This is an optimization exercise on Yosys and OpenROAD, whose aim is small area, a short achievable clock period and few clock cycles per item, not a production implementation. Function was checked by simulation only, so behaviour that the tests miss may differ from the original. Power and IR drop assume default switching activity.

==> flow/design.v, too long to show whole: its modules and the start of the top module <==
// module mult_pipe_mac: 1301 lines
// module mpm_fa: 3 lines
// module mpm_ha: 3 lines
// module mpm_bs: 4 lines
// module mpm_bsn: 4 lines
module mult_pipe_mac #(
  parameter int AW    = 18,
  parameter int BW    = 18,
  parameter int LAT   = 3,
  parameter int GUARD = 8
) (
  input  logic                   clk,
  input  logic                   rst,
  input  logic                   in_valid,
  output logic                   in_ready,
  input  logic [AW-1:0]          in_a,
  input  logic [BW-1:0]          in_b,
  input  logic                   in_signed,
  input  logic [1:0]             in_mode,
  output logic                   out_valid,
  input  logic                   out_ready,
  output logic [AW+BW+GUARD-1:0] out_data,
  output logic                   out_ovf
);
  // ...
==> flow/run.sh <==
#!/bin/bash
# synth_recipe.tcl (not shown) runs the flow's synth.tcl, then flattens the netlist and writes it again
# the make line also repeats each setting of config.mk as NAME=value (left out here)
make -C /OpenROAD-flow-scripts/flow DESIGN_CONFIG=/design/flow/config.mk WORK_HOME=/design/flow/orfs CLKGATE_MAP_FILE= SYNTH_SCRIPT=/design/flow/synth_recipe.tcl finish
==> flow/config.mk <==
export PLATFORM = sky130hd
export DESIGN_NAME = mult_pipe_mac
export DESIGN_NICKNAME = mult_pipe_mac
export VERILOG_FILES = /design/flow/design.v
export SDC_FILE = /design/flow/constraint.sdc
export NUM_CORES = 4
export LEC_CHECK = 0
export CAP_MARGIN = 20
export CORE_MARGIN = 2
export CORE_UTILIZATION = 40
export SETUP_SLACK_MARGIN = 3.5
export SLEW_MARGIN = 20
export SYNTH_HIERARCHICAL = 1
==> flow/constraint.sdc <==
create_clock -name core_clock -period 8.0 [get_ports {clk}]
set_input_delay 1.6000 -clock core_clock [delete_from_list [all_inputs] [get_ports {clk}]]
set_output_delay 1.6000 -clock core_clock [all_outputs]
set_load 0.01 [all_outputs]
==> summary.txt, run 1 <==
Clock network
  – Number of buffers created by CTS: 24

Setup path
  – Capturing instance or port of the critical path: in_ready
  – WP buf/inv: 2
  – Register-to-Register Setup Slack: between 3000 and 4000 ps

Run status
  – Result of the run: finished clean

Min path
  – HP Class: reg2reg
  – Min-Delay Startpoint: s1_mode_r[1]

Route
  – Met3 WL: roughly 2600 um
  – Wire per inst: approximately 21 um
  – Total via count in the routed design: 12,200
  – Routed metal-1 wire length: approximately 22,000 um
  – Highest routed layer: met4
  – Remaining number of nets flagged by the antenna check after routing: 0

Synthesis
  – Adder-cell area share of the yosys netlist: roughly a quarter
  – Synth Area in Compound Gates: between 15 and 20%
  – Synth area leader: sky130_fd_sc_hd__edfxtp_1
  – Top-count cell post-synth: sky130_fd_sc_hd__xnor2_1
  – Largest family of logic cells by synthesized area: adder cells
  – Yosys Warn Count: 7
  – Share of synthesized flip-flops with an asynchronous set or reset: 0%
  – Multiplexer share of the synthesized area: less than 1%
  – Top post-synthesis cells by area: sky130_fd_sc_hd__edfxtp_1, sky130_fd_sc_hd__fa_1, sky130_fd_sc_hd__a22oi_2, sky130_fd_sc_hd__xnor2_1, sky130_fd_sc_hd__ha_1

Floorplanning
  – Floorplan die height: roughly 220 um
  – Tap cell count: 600
  – Number of rows created at floorplan: 78
  – Initial core utilization: 40.5%

Pwr
  – Power group with the highest consumption: combinational logic
  – Post-route total power: 8180 uW
  – Power density relative to cell area: about 380 nW/um2
  – Fraction of power spent switching nets: a little over two fifths

STA
  – Clock skew: 7.21 ps
  – Accumulated negative setup slack: 0 ps
  – Final setup violating endpoints: 0
  – Count of final max-slew check failures: 0

Run
  – Number of max-cap violations: 0

Final layout
  – Most frequent standard cell in the layout excluding fill and tap cells: sky130_fd_sc_hd__xnor2_1
Testbench counts, summed over its fixed seeds: cycles 32,024, items 32,000.
==> run 2, diff against run 1 <==
--- a/flow/config.mk
+++ b/flow/config.mk
@@ -9,5 +9,5 @@
 export CORE_MARGIN = 2
 export CORE_UTILIZATION = 40
-export SETUP_SLACK_MARGIN = 3.5
+export SETUP_SLACK_MARGIN = 4.8
 export SLEW_MARGIN = 20
 export SYNTH_HIERARCHICAL = 1
==> run 2 against run 1 <==
Sequential power is essentially flat. Sequential share of layout area shrank 3.8 points. Flip-flop and latch count is the same. Clock power grew 5%. Via count grew 6.3%. Cell area grew 15%. Highest routed layer unchanged.
==> summary.txt, run 2 <==
Final layout
  – Area of all sequential standard cells: 6200 um2 (unchanged)
  – Layout cells sized above 1: 38.4% (was 19.6%)
  – Finished Layout Cells: 2,405 (was 2,278)
  – Total number of nets in the final design: 2,095 (was 1,968)
  – Final Core Density: 54.1% (was 47.0%)
  – Relative area change from synthesis to final layout: 33.6% (was 15.9%)
  – Top flop regs: acc_r: 44 flops, out_data_r: 44 flops, cs0_r: 39 flops (unchanged)
  – Multi-input gate area: 13,500 um2 (was 12,100 um2)
  – Inserted Diodes: 0 (unchanged)
  – Filler Cell Count: 3,806 (was 4,125)
  – Highest-count cells in the layout ignoring fill and taps: sky130_fd_sc_hd__a22oi_2, sky130_fd_sc_hd__xnor2_1, sky130_fd_sc_hd__edfxtp_1 (was sky130_fd_sc_hd__xnor2_1, sky130_fd_sc_hd__a22oi_2, sky130_fd_sc_hd__edfxtp_1)
  – Most frequent standard cell in the layout excluding fill and tap cells: sky130_fd_sc_hd__a22oi_2 (was sky130_fd_sc_hd__xnor2_1)

Route
  – Number of optimization iterations in the first detailed-route pass: 7 (was 5)
  – Final routed wirelength across all metal layers: 52,500 um (was 46,700 um)
  – Post-DR vias/cell: 5.41 (was 5.37)
  – First-iteration detailed-routing DRC count: 766 (was 789)
  – Wire per inst: 21.8 um (was 20.5 um)
  – Remaining number of nets flagged by the antenna check after routing: 0 (unchanged)
  – Total via count in the routed design: 13,000 (was 12,200)
  – DRC violations left: 0 (unchanged)

Placed design
  – Gp weighted congestion: 0.856 (was 0.889)
  – Cell total after placement: 2,231 (was 2,232)
  – I/O Buffers: 89 (unchanged)
  – Worst slack at placement: 3320 ps (about the same)
  – Post-detail-place hpwl: 32,300 um (was 31,500 um)

Synthesis
  – Top-count cell post-synth: sky130_fd_sc_hd__xnor2_1 (unchanged)
  – Portion of synthesized cell area occupied by the leading cell type: 28.5% (unchanged)
  – Top post-synthesis cells by area: sky130_fd_sc_hd__edfxtp_1, sky130_fd_sc_hd__fa_1, sky130_fd_sc_hd__a22oi_2, sky130_fd_sc_hd__xnor2_1, sky130_fd_sc_hd__ha_1 (unchanged)
  – Number of enable flip-flop cells after synthesis: 175 (unchanged)
  – Synthesized area divided by synthesized cell count: 12.3 um2 (unchanged)
  – Proportion of synthesized chip area in sequential cells: 33.6% (unchanged)
  – Most numerous cell types in the synthesized netlist: sky130_fd_sc_hd__xnor2_1, sky130_fd_sc_hd__a22oi_2, sky130_fd_sc_hd__fa_1 (unchanged)
  – Top flip-flop cell by instance count after synthesis: sky130_fd_sc_hd__edfxtp_1 (unchanged)
  – Number of distinct library cell variants in the gate-level netlist after synthesis: 53 (unchanged)
  – Share of synthesized flip-flops with an asynchronous set or reset: 0% (unchanged)
  – Post-synth design cell area: 18,400 um2 (unchanged)
  – Yosys Warn Count: 7 (unchanged)
  – Flip-flop and latch count after synthesis: 222 (unchanged)
  – Synth area leader: sky130_fd_sc_hd__edfxtp_1 (unchanged)
  – Post-Syn Instances: 1,501 (unchanged)

Pwr
  – Highest ir drop seen on vdd: 0.205 mV (was 0.218 mV)
  – Pint: 6020 uW (was 4750 uW)
  – Fraction of power spent switching nets: 41.3% (was 41.9%)
  – Part of the power in combinational logic: 68.2% (was 61.1%)
  – Power density relative to cell area: 417 nW/um2 (was 383 nW/um2)
  – Leak pwr: 0.00872 uW (was 0.00756 uW)
  – Switching pwr: 4240 uW (was 3430 uW)
  – Clock group share of total power: 11.3% (was 13.5%)
  – Post-route total power: 10,300 uW (was 8180 uW)
  – Part of the power in registers: 20.5% (was 25.4%)

GRT
  – Number of antenna violations at the first check in global routing: 1 (was 0)
  – First-pass GRT wire length: 80,000 um (was 73,900 um)
  – Vias in the first global route: 13,700 (was 12,900)
  – Total global routing track utilization: 21.7% (was 19.9%)
  – Largest net degree at the start of global routing: 75 (was 72)
  – Total gr overflow: 0 (unchanged)

Clock network
  – TritonCTS clock tree: built (unchanged)
  – Clock Tree Buf Depth: 3 (unchanged)
  – H-tree depth reported by CTS: 1 (unchanged)
  – Number of hold-repair buffers added at the cts stage: 0 (unchanged)
  – Number of buffers created by CTS: 25 (was 24)
  – Post-CTS clock slew at the launch and capture registers of the worst setup and hold paths: 70 ps (was 60 ps)
  – Sinks on the clock net: 222 (unchanged)
  – Clock tree root driver cell: sky130_fd_sc_hd__clkbuf_16 (unchanged)
  – Clock latency on the worst-skew pair: 540 ps (was 530 ps)

STA
  – Actual slew at the worst max-slew pin: 1040 ps (was 993 ps)
  – Unrepaired setup endpoints after global routing: yes (was no)
  – Relative slew slack: 30.6% (was 33.8%)
  – Accumulated negative setup slack: 0 ps (unchanged)
  – Maximum clock rate: 251 MHz (was 231 MHz)
  – Final setup violating endpoints: 0 (unchanged)
  – Count of final max-slew check failures: 0 (unchanged)
  – Final period util: 49.8% (was 54.2%)
  – Clock skew: 20.3 ps (was 7.21 ps)
  – Time the final worst path needs with I/O delays and setup: 3990 ps (was 4330 ps)
  – Worst Setup Slack, final: 4010 ps (was 3670 ps)
  – Final hold violations: 0 (unchanged)

Floorplanning
  – Die Width: 219 um (unchanged)
  – Total core area: 45,500 um2 (unchanged)
  – Number of rows created at floorplan: 78 (unchanged)
  – Floorplan die height: 219 um (unchanged)
  – Top-level I/O count: 90 (unchanged)
  – Initial core utilization: 40.5% (unchanged)
  – Total Die Area: 47,800 um2 (unchanged)

Setup path
  – Element type at the critical path end: register (was primary output)
  – Critical Setup Path Class: reg2reg (was in2out)
  – Worst path required time: 8380 ps (was 6400 ps)
  – Worst Setup Start Kind: register (was input pin)
  – Arrival time of the worst setup path: 4370 ps (was 2730 ps)
  – Worst-path maximum fanout: 23 (was 13)

Run
  – Number of max-cap violations: 0 (unchanged)

Run status
  – Result of the run: finished clean (unchanged)

Min path
  – HP Class: reg2reg (unchanged)
run 2: power by group through the flow:
stage          combinational (uW)  sequential, uW  clock, uW
5_1_grt                      7700            2130       1220
2_1_floorplan                3580            2220          0
3_3_place_gp                 5050            2120          0
6_report                     7000            2110       1150
4_1_cts                      6060            2110       1180
3_5_place_dp                 5160            2120          0
run 2: final cells by class:
| cell class | instances | area share [%] |
|---|---|---|
| Sequential cell | 222 | 25.2 |
| Clock buffer | 34 | 2.89 |
| Clock inverter | 11 | 0.488 |
| Timing Repair Buffer | 271 | 12.5 |
| Tap cell | 600 | 3.05 |
| Multi-Input combinational cell | 1206 | 55.0 |
| Inverter | 61 | 0.955 |
run 2: metrics by stage:
step	instance area [um2]	hold WS (ps)
2_1_floorplan	19000	400
3_3_place_gp	20800	404
3_5_place_dp	20800	414
4_1_cts	23500	434
5_1_grt	24600	446
6_report	24600	431
run 2: layer usage:
| metal | up-vias | wire length [um] | track usage, % |
|---|---|---|---|
| li1 | 5969 | - | - |
| met1 | 6587 | 23400 | 30.0 |
| met2 | 363 | 24900 | 35.2 |
| met3 | 85 | 2910 | 3.17 |
| met4 | 0 | 1310 | 6.64 |
| met5 | - | 0 | 0 |
run 2: worst paths after layout:
kind | slack (ps) | start | endpoint | cells after the start
setup / recovery | 4010 | s2_mode_r[0] | out_ovf_r | 16
hold / removal | 430 | s1_signed_r | s2_signed_r | 0
setup reg to reg | 4010 | s2_mode_r[0] | out_ovf_r | 16
hold reg to reg | 430 | s1_signed_r | s2_signed_r | 0
run 2: worst max-delay path, stage by stage (launching register included):
cell,delay [ps]
sky130_fd_sc_hd__edfxtp_1,410
sky130_fd_sc_hd__ha_4,230
sky130_fd_sc_hd__buf_12,140
sky130_fd_sc_hd__buf_16,150
sky130_fd_sc_hd__and2_1,170
sky130_fd_sc_hd__fa_1,610
sky130_fd_sc_hd__ha_4,250
sky130_fd_sc_hd__a21o_1,190
sky130_fd_sc_hd__a21o_1,190
sky130_fd_sc_hd__a21oi_2,180
sky130_fd_sc_hd__o211ai_1,140
sky130_fd_sc_hd__a21oi_4,180
sky130_fd_sc_hd__o21ai_4,90
sky130_fd_sc_hd__a21o_2,230
sky130_fd_sc_hd__and3_2,190
sky130_fd_sc_hd__or3b_1,340
sky130_fd_sc_hd__mux2i_1,140
run 2: Yosys stat by module (local to each module, per instance):
module / flops+latches / times used / cell area [um2]
mult_pipe_mac: 222 / 1 / 10200
mpm_bs: 0 / 190 / 21.3
mpm_bsn: 0 / 10 / 21.3
mpm_fa: 0 / 180 / 20.0
mpm_ha: 0 / 29 / 12.5
run 2: cells by family after synthesis:
logic type | share of synthesized area (%)
other cells | 0.0203
flops | 33.6
compound gates | 19.5
xor+xnor | 12.2
mux | 0.109
fa+ha+maj | 25.4
simple gates | 7.35
buf+inv | 1.89
run 2: what timing repair did:
item,in CTS,in global routing
setup endpoints to repair,234,189
resized for setup,235,138
buffers inserted,64,52
pin swaps,114,92
gates cloned,11,2
==> run 3, diff against run 2 <==
--- a/flow/config.mk
+++ b/flow/config.mk
@@ -9,5 +9,5 @@
 export CORE_MARGIN = 2
 export CORE_UTILIZATION = 40
-export SETUP_SLACK_MARGIN = 4.8
+export SETUP_SLACK_MARGIN = 4.4
 export SLEW_MARGIN = 20
 export SYNTH_HIERARCHICAL = 1
==> run 3 against run 2 <==
First-iteration DRC count rose by 10%. Fmax rose by 0.30%. Non-clock buffer count fell by 34. Via count fell by 1.0%. Critical path depth fell by 2. Synthesized cell count did not move. Sequential power barely moved. Clock power rose by 5%. Largest power group unchanged. Highest routed layer unchanged.
==> summary.txt, run 3 <==
Setup path
  – Capturing instance or port of the critical path: out_data_r[40] (was out_ovf_r)
  – Worst-path maximum fanout: 7 (was 23)
  – Element type at the critical path end: register (unchanged)
  – Critical Setup Path Class: reg2reg (unchanged)
  – Depth of the most critical reg-to-reg path: 14 (was 16)
  – Worst path required time: 8300 ps (was 8380 ps)
  – Arrival time of the worst setup path: 4280 ps (was 4370 ps)
  – First element of the critical path: s2_mode_r[0] (unchanged)
  – Capturing point of the worst reg2reg path: out_data_r[40] (was out_ovf_r)
  – Critical R2R Launch: s2_mode_r[0] (unchanged)
  – Register-to-Register Setup Slack: 4020 ps (was 4010 ps)
  – Worst Setup Start Kind: register (unchanged)

STA
  – Accumulated negative setup slack: 0 ps (unchanged)
  – Clock skew: 14.5 ps (was 20.3 ps)
  – Final hold violations: 0 (unchanged)
  – Actual slew at the worst max-slew pin: 1120 ps (was 1040 ps)
  – Count of final max-slew check failures: 0 (unchanged)
  – Maximum clock rate: 252 MHz (was 251 MHz)
  – Unrepaired setup endpoints after global routing: yes (unchanged)
  – Final period util: 49.7% (was 49.8%)
  – Time the final worst path needs with I/O delays and setup: 3980 ps (was 3990 ps)
  – Relative slew slack: 25.5% (was 30.6%)
  – Final setup violating endpoints: 0 (unchanged)

Synthesis
  – Synth Area in Compound Gates: 19.5% (unchanged)
  – Top post-synthesis cells by area: sky130_fd_sc_hd__edfxtp_1, sky130_fd_sc_hd__fa_1, sky130_fd_sc_hd__a22oi_2, sky130_fd_sc_hd__xnor2_1, sky130_fd_sc_hd__ha_1 (unchanged)
  – Yosys Warn Count: 7 (unchanged)
  – Proportion of synthesized chip area in sequential cells: 33.6% (unchanged)
  – Most numerous cell types in the synthesized netlist: sky130_fd_sc_hd__xnor2_1, sky130_fd_sc_hd__a22oi_2, sky130_fd_sc_hd__fa_1 (unchanged)
  – Number of distinct library cell variants in the gate-level netlist after synthesis: 53 (unchanged)
  – Synthesized area divided by synthesized cell count: 12.3 um2 (unchanged)
  – Flip-flop and latch count after synthesis: 222 (unchanged)
  – Largest family of logic cells by synthesized area: adder cells (unchanged)
  – Share of synthesized flip-flops with an asynchronous set or reset: 0% (unchanged)
  – Synth area leader: sky130_fd_sc_hd__edfxtp_1 (unchanged)
  – Top flip-flop cell by instance count after synthesis: sky130_fd_sc_hd__edfxtp_1 (unchanged)
  – Portion of synthesized cell area occupied by the leading cell type: 28.5% (unchanged)
  – Post-Syn Instances: 1,501 (unchanged)
  – Number of enable flip-flop cells after synthesis: 175 (unchanged)
  – Top-count cell post-synth: sky130_fd_sc_hd__xnor2_1 (unchanged)
  – Multiplexer share of the synthesized area: 0.109% (unchanged)
  – Post-synth design cell area: 18,400 um2 (unchanged)
  – Fraction of synthesized cell area in xor and xnor cells: 12.2% (unchanged)
  – Simple-Gate Fraction of Synth Area: 7.35% (unchanged)
  – Adder-cell area share of the yosys netlist: 25.4% (unchanged)

Route
  – Total via count in the routed design: 12,900 (was 13,000)
  – Remaining number of nets flagged by the antenna check after routing: 0 (unchanged)
  – DRC violations left: 0 (unchanged)
  – Post-DR vias/cell: 5.42 (was 5.41)
  – Final routed wirelength across all metal layers: 51,800 um (was 52,500 um)
  – First-iteration detailed-routing DRC count: 844 (was 766)
  – Number of optimization iterations in the first detailed-route pass: 5 (was 7)
  – Wire per inst: 21.8 um (about the same)

Clock network
  – Clock latency on the worst-skew pair: 550 ps (was 540 ps)
  – TritonCTS clock tree: built (unchanged)
  – Sinks on the clock net: 222 (unchanged)
  – H-tree depth reported by CTS: 1 (unchanged)
  – Post-CTS clock slew at the launch and capture registers of the worst setup and hold paths: 60 ps (was 70 ps)
  – Number of buffers created by CTS: 26 (was 25)
  – Number of hold-repair buffers added at the cts stage: 0 (unchanged)
  – Clock Tree Buf Depth: 3 (unchanged)
  – Clock tree root driver cell: sky130_fd_sc_hd__clkbuf_16 (unchanged)

Placed design
  – Gp weighted congestion: 0.855 (was 0.856)
  – I/O Buffers: 89 (unchanged)
  – Post-detail-place hpwl: 31,900 um (was 32,300 um)
  – Post-detailed-placement cell area: 20,700 um2 (was 20,800 um2)

Run
  – Number of max-cap violations: 0 (unchanged)

Floorplanning
  – Initial core utilization: 40.5% (unchanged)
  – Floorplan die height: 219 um (unchanged)
  – Total Die Area: 47,800 um2 (unchanged)
  – Number of rows created at floorplan: 78 (unchanged)
  – Total core area: 45,500 um2 (unchanged)
  – Top-level I/O count: 90 (unchanged)
  – Die Width: 219 um (unchanged)

Final layout
  – Layout cells sized above 1: 35.0% (was 38.4%)
  – Filler Cell Count: 3,896 (was 3,806)
  – Total number of nets in the final design: 2,064 (was 2,095)
  – Most frequent standard cell in the layout excluding fill and tap cells: sky130_fd_sc_hd__xnor2_1 (was sky130_fd_sc_hd__a22oi_2)
  – Post-route standard cell area excluding fillers: 24,000 um2 (was 24,600 um2)
  – Final Core Density: 52.7% (was 54.1%)
  – Relative area change from synthesis to final layout: 30.0% (was 33.6%)
  – Top flop regs: acc_r: 44 flops, out_data_r: 44 flops, cs0_r: 39 flops (unchanged)
  – Highest-count cells in the layout ignoring fill and taps: sky130_fd_sc_hd__xnor2_1, sky130_fd_sc_hd__a22oi_2, sky130_fd_sc_hd__edfxtp_1 (was sky130_fd_sc_hd__a22oi_2, sky130_fd_sc_hd__xnor2_1, sky130_fd_sc_hd__edfxtp_1)
  – Inserted Diodes: 0 (unchanged)

GRT
  – First-pass GRT wire length: 79,000 um (was 80,000 um)
  – Total gr overflow: 0 (unchanged)
  – Total global routing track utilization: 21.5% (was 21.7%)
  – Vias in the first global route: 13,300 (was 13,700)
  – Number of antenna violations at the first check in global routing: 0 (was 1)
  – Largest net degree at the start of global routing: 79 (was 75)

Pwr
  – Power density relative to cell area: 408 nW/um2 (was 417 nW/um2)
  – Leak pwr: 0.00847 uW (was 0.00872 uW)
  – Highest ir drop seen on vdd: 0.191 mV (was 0.205 mV)

Run status
  – Result of the run: finished clean (unchanged)

Min path
  – HP Class: reg2reg (unchanged)
run 3: cell types whose count changed in the layout (fill, tap and decap cells not counted), moves of 6 or more:
cell	delta
sky130_fd_sc_hd__fa_1	+19
sky130_fd_sc_hd__ha_1	+8
sky130_fd_sc_hd__xnor2_1	+19
sky130_fd_sc_hd__buf_4	-14
sky130_fd_sc_hd__buf_16	-6
sky130_fd_sc_hd__xnor2_2	-18
sky130_fd_sc_hd__buf_6	-13
sky130_fd_sc_hd__buf_8	-6
sky130_fd_sc_hd__fa_2	-19
sky130_fd_sc_hd__ha_4	-11
run 3: worst max-delay path: stages (launching register included):
cell                       delay, ps
sky130_fd_sc_hd__edfxtp_1        420
sky130_fd_sc_hd__ha_4            250
sky130_fd_sc_hd__buf_12          160
sky130_fd_sc_hd__and2_4          140
sky130_fd_sc_hd__fa_1            510
sky130_fd_sc_hd__ha_4            320
sky130_fd_sc_hd__nand2_2          60
sky130_fd_sc_hd__or3_4           370
sky130_fd_sc_hd__a2111o_1        390
sky130_fd_sc_hd__a31oi_4         230
sky130_fd_sc_hd__a21oi_4         100
sky130_fd_sc_hd__o21ai_2         180
sky130_fd_sc_hd__a21oi_2         100
sky130_fd_sc_hd__or3_4           380
sky130_fd_sc_hd__and2_1          140
run 3: cell families (layout without fill, tap and decap cells):
| group | count (synthesis) | after routing |
|---|---|---|
| adder cells (fa/ha/maj) | 265 | 265 |
| AO/OA/AOI/OAI | 383 | 383 |
| buffers and inverters | 92 | 346 |
| XOR/XNOR | 257 | 257 |
| multiplexers | 2 | 2 |
| other | 1 | 20 |
| flip-flops | 222 | 222 |
| AND/OR/NAND/NOR | 279 | 281 |
run 3: final cells by class:
type | instances | area, um2 | share of cell area [%]
Inverter | 61 | 235 | 0.982
Sequential cell | 222 | 6200 | 25.9
Clock inverter | 14 | 134 | 0.559
Clock buffer | 34 | 752 | 3.14
Timing Repair Buffer | 237 | 2720 | 11.3
Tap cell | 600 | 751 | 3.13
Multi-Input combinational cell | 1208 | 13200 | 55.0
run 3: what timing repair did:
action | CTS | global route
endpoints found under the setup margin | 137 | 72
buffers inserted | 50 | 33
resized for setup | 175 | 130
pin swaps | 65 | 80
gates cloned | 11 | 4
hold endpoints to repair | 0 | 0
run 3: through the flow:
| step | hold WS (ps) | power (uW) | worst slack (ps) | instances |
|---|---|---|---|---|
| floorplan | 400 | 5730 | 3290 | 1520 |
| global placement | 404 | 7070 | 2880 | 2230 |
| detailed placement | 411 | 7180 | 2880 | 2230 |
| CTS | 420 | 9090 | 3980 | 2339 |
| global route | 439 | 10500 | 3890 | 2376 |
| finish | 420 | 9780 | 4020 | 2376 |
run 3: modules after synthesis, one instance, submodules excluded:
| module | copies in the design | cells inside | area [um2] |
|---|---|---|---|
| mult_pipe_mac | 1 | 892 | 10200 |
| mpm_bs | 190 | 2 | 21.3 |
| mpm_bsn | 10 | 2 | 21.3 |
| mpm_fa | 180 | 1 | 20.0 |
| mpm_ha | 29 | 1 | 12.5 |
run 3: worst min path at each step:
stage / to / cells after the start / startpoint / slack (ps)
2_1_floorplan: s2_mode_r[0] / 0 / s1_mode_r[0] / 400
3_3_place_gp: s2_signed_r / 0 / s1_signed_r / 400
3_5_place_dp: s2_signed_r / 0 / s1_signed_r / 410
4_1_cts: s2_mode_r[1] / 0 / s1_mode_r[1] / 420
5_1_grt: s2_mode_r[1] / 0 / s1_mode_r[1] / 440
6_report: s2_mode_r[1] / 0 / s1_mode_r[1] / 420
run 3: layer usage:
metal / vias up / part of all wire, % / GRT usage, %
li1: 5906 / - / -
met1: 6546 / 45 / 30.3
met2: 338 / 47 / 34.9
met3: 83 / 5.0 / 2.66
met4: 0 / 2.8 / 5.74
met5: - / 0 / 0
run 3: where the power goes:
part / total [uW] / switching, uW / internal [uW]
Sequential: 2100 / 161 / 1940
Clock: 1210 / 503 / 703
Combinational: 6470 / 3390 / 3080
==> run 4, diff against run 3 <==
--- a/flow/config.mk
+++ b/flow/config.mk
@@ -9,5 +9,5 @@
 export CORE_MARGIN = 2
 export CORE_UTILIZATION = 40
-export SETUP_SLACK_MARGIN = 4.4
+export SETUP_SLACK_MARGIN = 4.0
 export SLEW_MARGIN = 20
 export SYNTH_HIERARCHICAL = 1
==> run 4 against run 3 <==
Fmax barely moved. Critical path depth rose by 1. Largest power group unchanged. Power fell by 9.1%. Flip-flop and latch count did not move. Highest routed layer unchanged. Largest cell class unchanged. Worst setup slack got worse by 1.3 ps. First-iteration DRC count fell by 3.4%. Critical path type unchanged.
==> summary.txt, run 4 <==
Setup path
  – Element type at the critical path end: register (unchanged)
  – Critical Setup Path Class: reg2reg (unchanged)
  – Depth of the most critical reg-to-reg path: 15 (was 14)
  – Worst-path maximum fanout: 6 (was 7)
  – Capturing point of the worst reg2reg path: out_ovf_r (was out_data_r[40])
  – Worst Setup Start Kind: register (unchanged)
  – Critical R2R Launch: s2_mode_r[0] (unchanged)
  – Worst path required time: 8400 ps (was 8300 ps)
  – Register-to-Register Setup Slack: 4020 ps (about the same)
  – Arrival time of the worst setup path: 4370 ps (was 4280 ps)

Synthesis
  – Synthesized area divided by synthesized cell count: 12.3 um2 (unchanged)
  – Top-count cell post-synth: sky130_fd_sc_hd__xnor2_1 (unchanged)
  – Number of distinct library cell variants in the gate-level netlist after synthesis: 53 (unchanged)
  – Proportion of synthesized chip area in sequential cells: 33.6% (unchanged)
  – Yosys Warn Count: 7 (unchanged)
  – Post-Syn Instances: 1,501 (unchanged)
  – Synth area leader: sky130_fd_sc_hd__edfxtp_1 (unchanged)
  – Most numerous cell types in the synthesized netlist: sky130_fd_sc_hd__xnor2_1, sky130_fd_sc_hd__a22oi_2, sky130_fd_sc_hd__fa_1 (unchanged)
  – Top post-synthesis cells by area: sky130_fd_sc_hd__edfxtp_1, sky130_fd_sc_hd__fa_1, sky130_fd_sc_hd__a22oi_2, sky130_fd_sc_hd__xnor2_1, sky130_fd_sc_hd__ha_1 (unchanged)
  – Top flip-flop cell by instance count after synthesis: sky130_fd_sc_hd__edfxtp_1 (unchanged)
  – Portion of synthesized cell area occupied by the leading cell type: 28.5% (unchanged)
  – Number of enable flip-flop cells after synthesis: 175 (unchanged)
  – Flip-flop and latch count after synthesis: 222 (unchanged)
  – Post-synth design cell area: 18,400 um2 (unchanged)
  – Share of synthesized flip-flops with an asynchronous set or reset: 0% (unchanged)

Clock network
  – Post-CTS clock slew at the launch and capture registers of the worst setup and hold paths: 60 ps (about the same)
  – Clock Tree Buf Depth: 3 (unchanged)
  – H-tree depth reported by CTS: 1 (unchanged)
  – Clock tree root driver cell: sky130_fd_sc_hd__clkbuf_16 (unchanged)
  – Clock latency on the worst-skew pair: 540 ps (was 550 ps)
  – Number of buffers created by CTS: 24 (was 26)
  – TritonCTS clock tree: built (unchanged)
  – Sinks on the clock net: 222 (unchanged)

Pwr
  – Power density relative to cell area: 398 nW/um2 (was 408 nW/um2)
  – Part of the power in combinational logic: 63.9% (was 66.1%)
  – Clock group share of total power: 12.6% (was 12.3%)
  – Highest ir drop seen on vdd: 0.178 mV (was 0.191 mV)
  – Fraction of power spent switching nets: 41.4% (about the same)
  – Leak pwr: 0.00779 uW (was 0.00847 uW)
  – Pint: 5200 uW (was 5730 uW)
  – Part of the power in registers: 23.5% (was 21.5%)
  – Switching pwr: 3680 uW (was 4050 uW)

Placed design
  – Worst slack at placement: 2760 ps (was 2880 ps)
  – I/O Buffers: 89 (unchanged)
  – Post-detail-place hpwl: 31,700 um (was 31,900 um)
  – Gp weighted congestion: 0.870 (was 0.855)

Route
  – Final routed wirelength across all metal layers: 49,000 um (was 51,800 um)
  – DRC violations left: 0 (unchanged)
  – First-iteration detailed-routing DRC count: 815 (was 844)
  – Total via count in the routed design: 12,500 (was 12,900)
  – Number of optimization iterations in the first detailed-route pass: 5 (unchanged)
  – Post-DR vias/cell: 5.42 (about the same)
  – Wire per inst: 21.2 um (was 21.8 um)
  – Remaining number of nets flagged by the antenna check after routing: 0 (unchanged)

Min path
  – Min-Delay Startpoint: s1_signed_r (was s1_mode_r[1])
  – Hold Crit Depth: 0 (unchanged)
  – Worst hold path endpoint: s2_signed_r (was s2_mode_r[1])
  – HP Class: reg2reg (unchanged)

STA
  – Final period util: 49.7% (about the same)
  – Final setup violating endpoints: 0 (unchanged)
  – Worst Setup Slack, final: 4020 ps (about the same)
  – Time the final worst path needs with I/O delays and setup: 3980 ps (about the same)
  – Count of final max-slew check failures: 0 (unchanged)
  – Maximum clock rate: 251 MHz (was 252 MHz)
  – Unrepaired setup endpoints after global routing: yes (unchanged)
  – Actual slew at the worst max-slew pin: 1050 ps (was 1120 ps)
  – Accumulated negative setup slack: 0 ps (unchanged)
  – Relative slew slack: 29.7% (was 25.5%)
  – Final hold violations: 0 (unchanged)
  – Clock skew: 10.8 ps (was 14.5 ps)

Final layout
  – Most frequent standard cell in the layout excluding fill and tap cells: sky130_fd_sc_hd__xnor2_1 (unchanged)
  – Top flop regs: acc_r: 44 flops, out_data_r: 44 flops, cs0_r: 39 flops (unchanged)
  – Layout cells sized above 1: 26.7% (was 35.0%)
  – Total number of nets in the final design: 2,007 (was 2,064)
  – Filler Cell Count: 4,044 (was 3,896)
  – Highest-count cells in the layout ignoring fill and taps: sky130_fd_sc_hd__xnor2_1, sky130_fd_sc_hd__a22oi_2, sky130_fd_sc_hd__edfxtp_1 (unchanged)
  – Inserted Diodes: 0 (unchanged)
  – Relative area change from synthesis to final layout: 21.1% (was 30.0%)

Run status
  – Result of the run: finished clean (unchanged)

GRT
  – Largest net degree at the start of global routing: 78 (was 79)
  – Vias in the first global route: 13,300 (about the same)
  – First-pass GRT wire length: 77,100 um (was 79,000 um)
  – Total gr overflow: 0 (unchanged)
  – Total global routing track utilization: 20.8% (was 21.5%)
  – Number of antenna violations at the first check in global routing: 0 (unchanged)

Floorplanning
  – Initial core utilization: 40.5% (unchanged)
  – Floorplan die height: 219 um (unchanged)
  – Die Width: 219 um (unchanged)
  – Total Die Area: 47,800 um2 (unchanged)
  – Number of rows created at floorplan: 78 (unchanged)
  – Top-level I/O count: 90 (unchanged)
  – Total core area: 45,500 um2 (unchanged)

Run
  – Number of max-cap violations: 0 (unchanged)
run 4: changes by cell type in the layout (fill, tap and decap cells not counted), sizes merged:
cell | previous run | this run
buf | 141 | 94
clkbuf | 38 | 36
inv | 64 | 61
bufbuf | 6 | 0
clkinv | 7 | 5
clkdlybuf4s15 | 0 | 1
clkinvlp | 3 | 1
bufinv | 1 | 2
run 4: power by group through the flow:
stage	Clock (uW)	Combinational, uW	Sequential, uW
6_report	1120	5680	2090
5_1_grt	1190	6320	2120
4_1_cts	1150	5350	2090
2_1_floorplan	0	3300	2210
3_5_place_dp	0	4890	2110
3_3_place_gp	0	4800	2100
run 4: area by class of cell:
class                      instances  area, um2  area share, %
inverter                          61        229           1.03
timing repair buffer             182       1710           7.64
clock buffer                      35        694           3.11
tap                              600        751           3.36
sequential                       222       6200           27.8
multi-input combinational       1208      12700           56.7
clock inverter                     8       95.1          0.426
run 4: what timing repair did:
action,CTS,global route
pin swaps,28,28
buffers inserted,25,11
hold buffers,0,0
endpoints found under the setup margin,45,29
gates cloned,6,0
resized for setup,93,51
run 4: worst max-delay path by stage:
stage / end / cells after the start / slack, ps / startpoint
floorplan: cs0_r[20] / 7 / 3290 / s1_x18_r
global placement: in_ready / 3 / 2770 / out_ready
detailed placement: in_ready / 3 / 2760 / out_ready
CTS: out_ovf_r / 16 / 3960 / s2_mode_r[1]
global route: acc_r[30] / 17 / 3870 / s2_mode_r[1]
finish: out_ovf_r / 15 / 4020 / s2_mode_r[0]
run 4: through the flow:
step	utilization [%]	area, um2	instances	total power, uW	hold slack (ps)
final	49.1	22300	2316	8880	420
after floorplan	-	18600	1520	5520	400
after global placement	45.1	20500	2231	6910	405
after global routing	49.1	22300	2316	9620	425
after CTS	48.5	22000	2305	8590	422
after detailed placement	45.1	20500	2231	7000	408
run 4: critical path, cell delays in order (launching register included):
cell                       delay, ps
sky130_fd_sc_hd__edfxtp_1        420
sky130_fd_sc_hd__ha_4            260
sky130_fd_sc_hd__buf_12          160
sky130_fd_sc_hd__and2_4          140
sky130_fd_sc_hd__fa_1            530
sky130_fd_sc_hd__ha_4            330
sky130_fd_sc_hd__nand2_1          70
sky130_fd_sc_hd__or3_1           310
sky130_fd_sc_hd__a2111o_1        380
sky130_fd_sc_hd__a31oi_4         280
sky130_fd_sc_hd__a21oi_4         100
sky130_fd_sc_hd__o21ai_4         160
sky130_fd_sc_hd__a21o_2          160
sky130_fd_sc_hd__a21oi_2          50
sky130_fd_sc_hd__or3b_1          350
sky130_fd_sc_hd__mux2i_1         130
run 4: kinds of logic after synthesis:
family,Yosys count,synth area share [%]
AND/OR/NAND/NOR,279,7.35
other,1,0.0203
buffers and inverters,92,1.89
flip-flops,222,33.6
adder cells (fa/ha/maj),265,25.4
AO/OA/AOI/OAI,383,19.5
multiplexers,2,0.109
XOR/XNOR,257,12.2
run 4: per-layer routing:
| layer | GRT usage [%] | wire length [um] | vias up |
|---|---|---|---|
| li1 | - | - | 5782 |
| met5 | 0 | 0 | - |
| met4 | 6.01 | 1260 | 0 |
| met3 | 2.76 | 2570 | 93 |
| met1 | 29.2 | 22900 | 6329 |
| met2 | 33.6 | 22300 | 339 |
run 4: modules after synthesis (local to each module, per instance):
module	area, um2	copies in the design	flops+latches	cells inside
mpm_fa	20.0	180	0	1
mpm_bsn	21.3	10	0	2
mpm_ha	12.5	29	0	1
mpm_bs	21.3	190	0	2
mult_pipe_mac	10200	1	222	892

## afterwards: timing with drivers on the ports
In the flow no input, the clock included, has a driving cell. The finished layouts below were timed again as built, in two steps.
Step 1 (the two cells are an assumption about what drives the block):
set clk [get_ports {clk}]
set_driving_cell -lib_cell sky130_fd_sc_hd__clkbuf_16 $clk
set_driving_cell -lib_cell sky130_fd_sc_hd__buf_2 [delete_from_list [all_inputs] $clk]
Step 2, shift: input delay + t, output delay - t, t = (earliest + latest rising clock arrival at the registers) / 2. This alone moves slack from input paths to output paths.
a / b / c = no drivers / after step 1 / after step 2; a / b = the first two.
run	t (ns)	slack for setup (ns)	hold slack, ns	worst slew at a driven data input, ns
run 1	0.579	3.665 / 3.638 / 3.638	0.425 / 0.425 / 0.425	0.04
run 2	0.587	4.013 / 4.013 / 4.013	0.431 / 0.431 / 0.431	0.04
run 3	0.601	4.025 / 4.025 / 4.025	0.420 / 0.420 / 0.420	0.07
run 4	0.593	4.023 / 4.011 / 3.993	0.420 / 0.420 / 0.420	0.04
After both steps every run listed still meets setup and hold. The setup slack of run 4, which loses most, moves by -0.012 ns with the drivers and by -0.030 ns with both steps.
